Context: an optimization exercise on an open-source flow, tuned for small area, a short achievable clock period and few clock cycles per item. The choices shown serve that exercise and are no tape-out recipe. Where RTL was checked, it was by simulation tests only, not by an equivalence proof against the original. Power and IR drop assume default switching activity.

==> module word_matcher, before the edit <==
module word_matcher
(
  input  logic                                        clk_net,
  input  logic                                        rst,
  input  logic                                        accept,
  input  logic                                        a_load,
  input  logic                                        in_sop,
  input  logic                                        in_eop,
  input  logic [3-1:0]                        in_length,
  input  logic [8*8-1:0]                 in_data,
  input  logic [4-1:0]                   type_word,
  input  logic [$clog2(8)-1:0]           type_off,
  input  logic [4*8-1:0]                 type_value,
  input  logic [4-1:0]                  sym_valid,
  input  logic [4*4-1:0]   sym_word,
  input  logic [4*8*8-1:0] sym_value,
  input  logic [4*4-1:0]        sym_buffer,
  output logic                                        av,
  output logic                                        amv,
  output logic                                        bv,
  input  logic                                        bmv,
  input  logic                                        b_free,
  output logic                                        bload,
  output logic [2+3+8*8+1+4-1:0] tword
);
  localparam int OFF_W = 4;
  localparam int DW    = 8*8;
  localparam int NS    = 4;
  localparam int BW    = 4;
  logic                     sop_r, eop_r;
  logic [3-1:0]     len_r;
  logic [DW-1:0]            data_r;
  logic [OFF_W-1:0]         type_word_r;
  logic [4:0]               toh_r;
  logic [31:0]              type_value_r;
  logic [NS-1:0]            sym_valid_r;
  logic [NS*OFF_W-1:0]      sym_word_r;
  logic [NS*DW-1:0]         sym_value_r;
  logic [NS*BW-1:0]         sym_buffer_r;
  logic                     a_inpkt_r;
  logic [OFF_W-1:0]         a_noff_r;
  logic                     pw_r;
  logic                     ten_r;
  logic [NS-1:0]            sen_r;
  logic                     tseen_r, sseen_r;
  logic [BW-1:0]            buf_r;
  assign amv = av & (~pw_r | ~bv | bmv);
  always_ff @(posedge clk_net) begin
    if (rst) begin
      av <= 1'b0;
    end else if (accept) begin
      av <= 1'b1;
    end else if (amv) begin
      av <= 1'b0;
    end
  end
  always_ff @(posedge clk_net) begin
    if (a_load) begin
      sop_r  <= in_sop;
      eop_r  <= in_eop;
      len_r  <= in_length;
      data_r <= in_data;
    end
    if (accept && in_sop) begin
      type_word_r  <= type_word;
      for (int i = 0; i < 5; i++) toh_r[i] <= (type_off == 3'(i));
      type_value_r <= type_value;
      sym_valid_r  <= sym_valid;
      sym_word_r   <= sym_word;
      sym_value_r  <= sym_value;
      sym_buffer_r <= sym_buffer;
    end
  end
  logic             a_pw;
  logic [OFF_W-1:0] a_off;
  logic             a_len7;
  logic [OFF_W-1:0] a_tw;
  logic [4:0]       a_toh;
  logic             a_lenok;
  logic [NS-1:0]    a_sen;
  assign a_pw   = in_sop | a_inpkt_r;
  assign a_off  = in_sop ? '0 : a_noff_r;
  assign a_len7 = (in_length == 3'd7);
  always_comb begin
    for (int i = 0; i < 5; i++) a_toh[i] = in_sop ? (type_off == 3'(i)) : toh_r[i];
    a_tw = in_sop ? type_word : type_word_r;
    a_lenok = (a_toh[0] & (in_length[2] | (in_length[1] & in_length[0]))) |
              (a_toh[1] & in_length[2]) |
              (a_toh[2] & in_length[2] & (in_length[1] | in_length[0])) |
              (a_toh[3] & in_length[2] & in_length[1]) |
              (a_toh[4] & (&in_length));
    for (int k = 0; k < NS; k++) begin
      a_sen[k] = a_len7 & (in_sop ? (sym_valid[k] && sym_word[k*OFF_W +: OFF_W] == '0)
                                  : (sym_valid_r[k] && sym_word_r[k*OFF_W +: OFF_W] == a_off));
    end
  end
  always_ff @(posedge clk_net) begin
    if (rst) begin
      a_inpkt_r <= 1'b0;
    end else if (accept && a_pw) begin
      a_inpkt_r <= ~in_eop;
    end
  end
  always_ff @(posedge clk_net) begin
    if (a_load) begin
      pw_r  <= a_pw;
      ten_r <= (a_tw == a_off) & a_lenok;
      sen_r <= a_sen;
    end
    if (accept && a_pw) begin
      a_noff_r <= (a_off == '1) ? a_off : a_off + 1'b1;
    end
  end
  logic [31:0]      tsel;
  logic [1:0]       type_eq;
  always_comb begin
    tsel = '0;
    for (int i = 0; i < 5; i++) begin
      tsel = tsel | ({32{toh_r[i]}} & data_r[8*i +: 32]);
    end
    for (int h = 0; h < 2; h++) begin
      type_eq[h] = (tsel[16*h +: 16] == type_value_r[16*h +: 16]);
    end
  end
  localparam int NC = DW / 16;
  logic [NS*NC-1:0] sym_eq;
  always_comb begin
    for (int k = 0; k < NS; k++) begin
      for (int c = 0; c < NC; c++) begin
        sym_eq[k*NC + c] = (data_r[16*c +: 16] == sym_value_r[k*DW + 16*c +: 16]);
      end
    end
  end
  logic                     b_sop, b_eop;
  logic [3-1:0]     b_len;
  logic [DW-1:0]            b_data;
  logic                     b_ten;
  logic [1:0]               b_teq;
  logic [NS-1:0]            b_sen;
  logic [NS*NC-1:0]         b_eq;
  logic                     b_th;
  logic [NS-1:0]            b_hits;
  logic [NS*BW-1:0]         b_sbuf;
  logic                     b_sh;
  logic [BW-1:0]            b_buf;
  logic                     tacc, sacc, verdict;
  logic [BW-1:0]            bacc;
  assign bload = amv & pw_r;
  always_ff @(posedge clk_net) begin
    if (rst) begin
      bv <= 1'b0;
    end else if (bload) begin
      bv <= 1'b1;
    end else if (bmv) begin
      bv <= 1'b0;
    end
  end
  always_ff @(posedge clk_net) begin
    if (b_free) begin
      b_sop  <= sop_r;
      b_eop  <= eop_r;
      b_len  <= len_r;
      b_data <= data_r;
      b_ten  <= ten_r;
      b_teq  <= type_eq;
      b_sen  <= sen_r;
      b_eq   <= sym_eq;
      b_sbuf <= sym_buffer_r;
    end
  end
  always_comb begin
    b_th = b_ten & (&b_teq);
    for (int k = 0; k < NS; k++) b_hits[k] = b_sen[k] & (&b_eq[k*NC +: NC]);
  end
  always_comb begin
    b_sh  = 1'b0;
    b_buf = '0;
    for (int k = 0; k < NS; k++) begin
      if (b_hits[k]) begin
        b_sh  = 1'b1;
        b_buf = b_sbuf[k*BW +: BW];
      end
    end
  end
  assign tacc    = (~b_sop & tseen_r) | b_th;
  assign sacc    = (~b_sop & sseen_r) | b_sh;
  assign bacc    = b_sh ? b_buf : buf_r;
  assign verdict = b_eop & tacc & sacc;
  assign tword = {b_sop, b_eop, b_len, b_data, verdict, verdict ? bacc : {BW{1'b0}}};
  always_ff @(posedge clk_net) begin
    if (bmv) begin
      tseen_r <= tacc;
      sseen_r <= sacc;
      buf_r   <= bacc;
    end
  end
endmodule
export LEC_CHECK = 0
export CAP_MARGIN = 20
export CORE_MARGIN = 2
export CORE_UTILIZATION = 60
export CTS_CLUSTER_DIAMETER = 100
export CTS_CLUSTER_SIZE = 25
export SETUP_SLACK_MARGIN = 2.5
export SLEW_MARGIN = 20
create_clock -name core_clock -period 4.5 [get_ports {clk_net}]
standard.sh (not shown) runs the stock make flow with config.mk's settings and CLKGATE_MAP_FILE= SYNTH_SCRIPT=/design/flow/synth_recipe.tcl, a recipe that flattens the netlist after the stock synthesis.
==> flow/flow/run.sh <==
#!/bin/bash
cp standard.sh standard_sh.txt
cp synth_recipe.tcl synth_recipe_tcl.txt
export BUFFER_PORTS_ARGS="-buffer_cell sky130_fd_sc_hd__buf_1"
bash standard.sh > standard.log 2>&1
Change:
--- a/flow/design.v
+++ b/flow/design.v
@@ -141,22 +141,22 @@
     end
   end
   logic [31:0]      tsel;
-  logic [1:0]       type_eq;
+  logic [3:0]       type_eq;
   always_comb begin
     tsel = '0;
     for (int i = 0; i < 5; i++) begin
       tsel = tsel | ({32{toh_r[i]}} & data_r[8*i +: 32]);
     end
-    for (int h = 0; h < 2; h++) begin
-      type_eq[h] = (tsel[16*h +: 16] == type_value_r[16*h +: 16]);
+    for (int h = 0; h < 4; h++) begin
+      type_eq[h] = (tsel[8*h +: 8] == type_value_r[8*h +: 8]);
     end
   end
-  localparam int NC = DW / 16;
+  localparam int NC = DW / 32;
   logic [NS*NC-1:0] sym_eq;
   always_comb begin
     for (int k = 0; k < NS; k++) begin
       for (int c = 0; c < NC; c++) begin
-        sym_eq[k*NC + c] = (data_r[16*c +: 16] == sym_value_r[k*DW + 16*c +: 16]);
+        sym_eq[k*NC + c] = (data_r[32*c +: 32] == sym_value_r[k*DW + 32*c +: 32]);
       end
     end
   end
@@ -164,7 +164,7 @@
   logic [3-1:0]     b_len;
   logic [DW-1:0]            b_data;
   logic                     b_ten;
-  logic [1:0]               b_teq;
+  logic [3:0]               b_teq;
   logic [NS-1:0]            b_sen;
   logic [NS*NC-1:0]         b_eq;
   logic                     b_th;
Final area fell by about 0.7%.
Critical path depth fell by 1.
Setup slack gains 0.064 ns.
Maximum frequency rose by 3.1%.
Power fell by about 1.2%.
Wire length fell by about 0.35%.
Count of clock-buffer cells in the layout rose by 11.
Testbench counts after the change, summed over its fixed seeds: cycles 17,426, words 13,509.
For the first run of this note, only the layout was checked, not whether the RTL still works.

==> afterwards: timing with drivers on the ports <==
The results above use ideal ports. As a check the final layouts listed here were re-extracted and re-timed, cells and wires unchanged.
Step 1, drivers: a clkbuf_16 drives clk_net and a buf_2 each remaining input, both assumed.
Step 2 moves the port delays by t, midway between the first and last clock arrival at a register: inputs arrive t later, outputs are due t later. That takes back most of the time a late clock gives input paths.
a / b / c = ideal ports / drivers / drivers and shift; a / b = the first two.
run | t (ns) | setup WS [ns] | worst hold slack (ns) | worst register clock-pin slew, ns | cell pins on the clock port's net
the first run | 0.675 | 2.415 / 2.415 / 2.015 | 0.411 / 0.391 / 0.411 | 0.10 / 0.10 | 1
the second run | 0.668 | 2.478 / 2.444 / 1.931 | 0.426 / 0.402 / 0.426 | 0.11 / 0.11 | 1
After both steps every run listed still meets setup and hold. For the second run, which loses most, drivers alone change the setup slack by -0.034 ns; drivers and shift together by -0.547 ns.
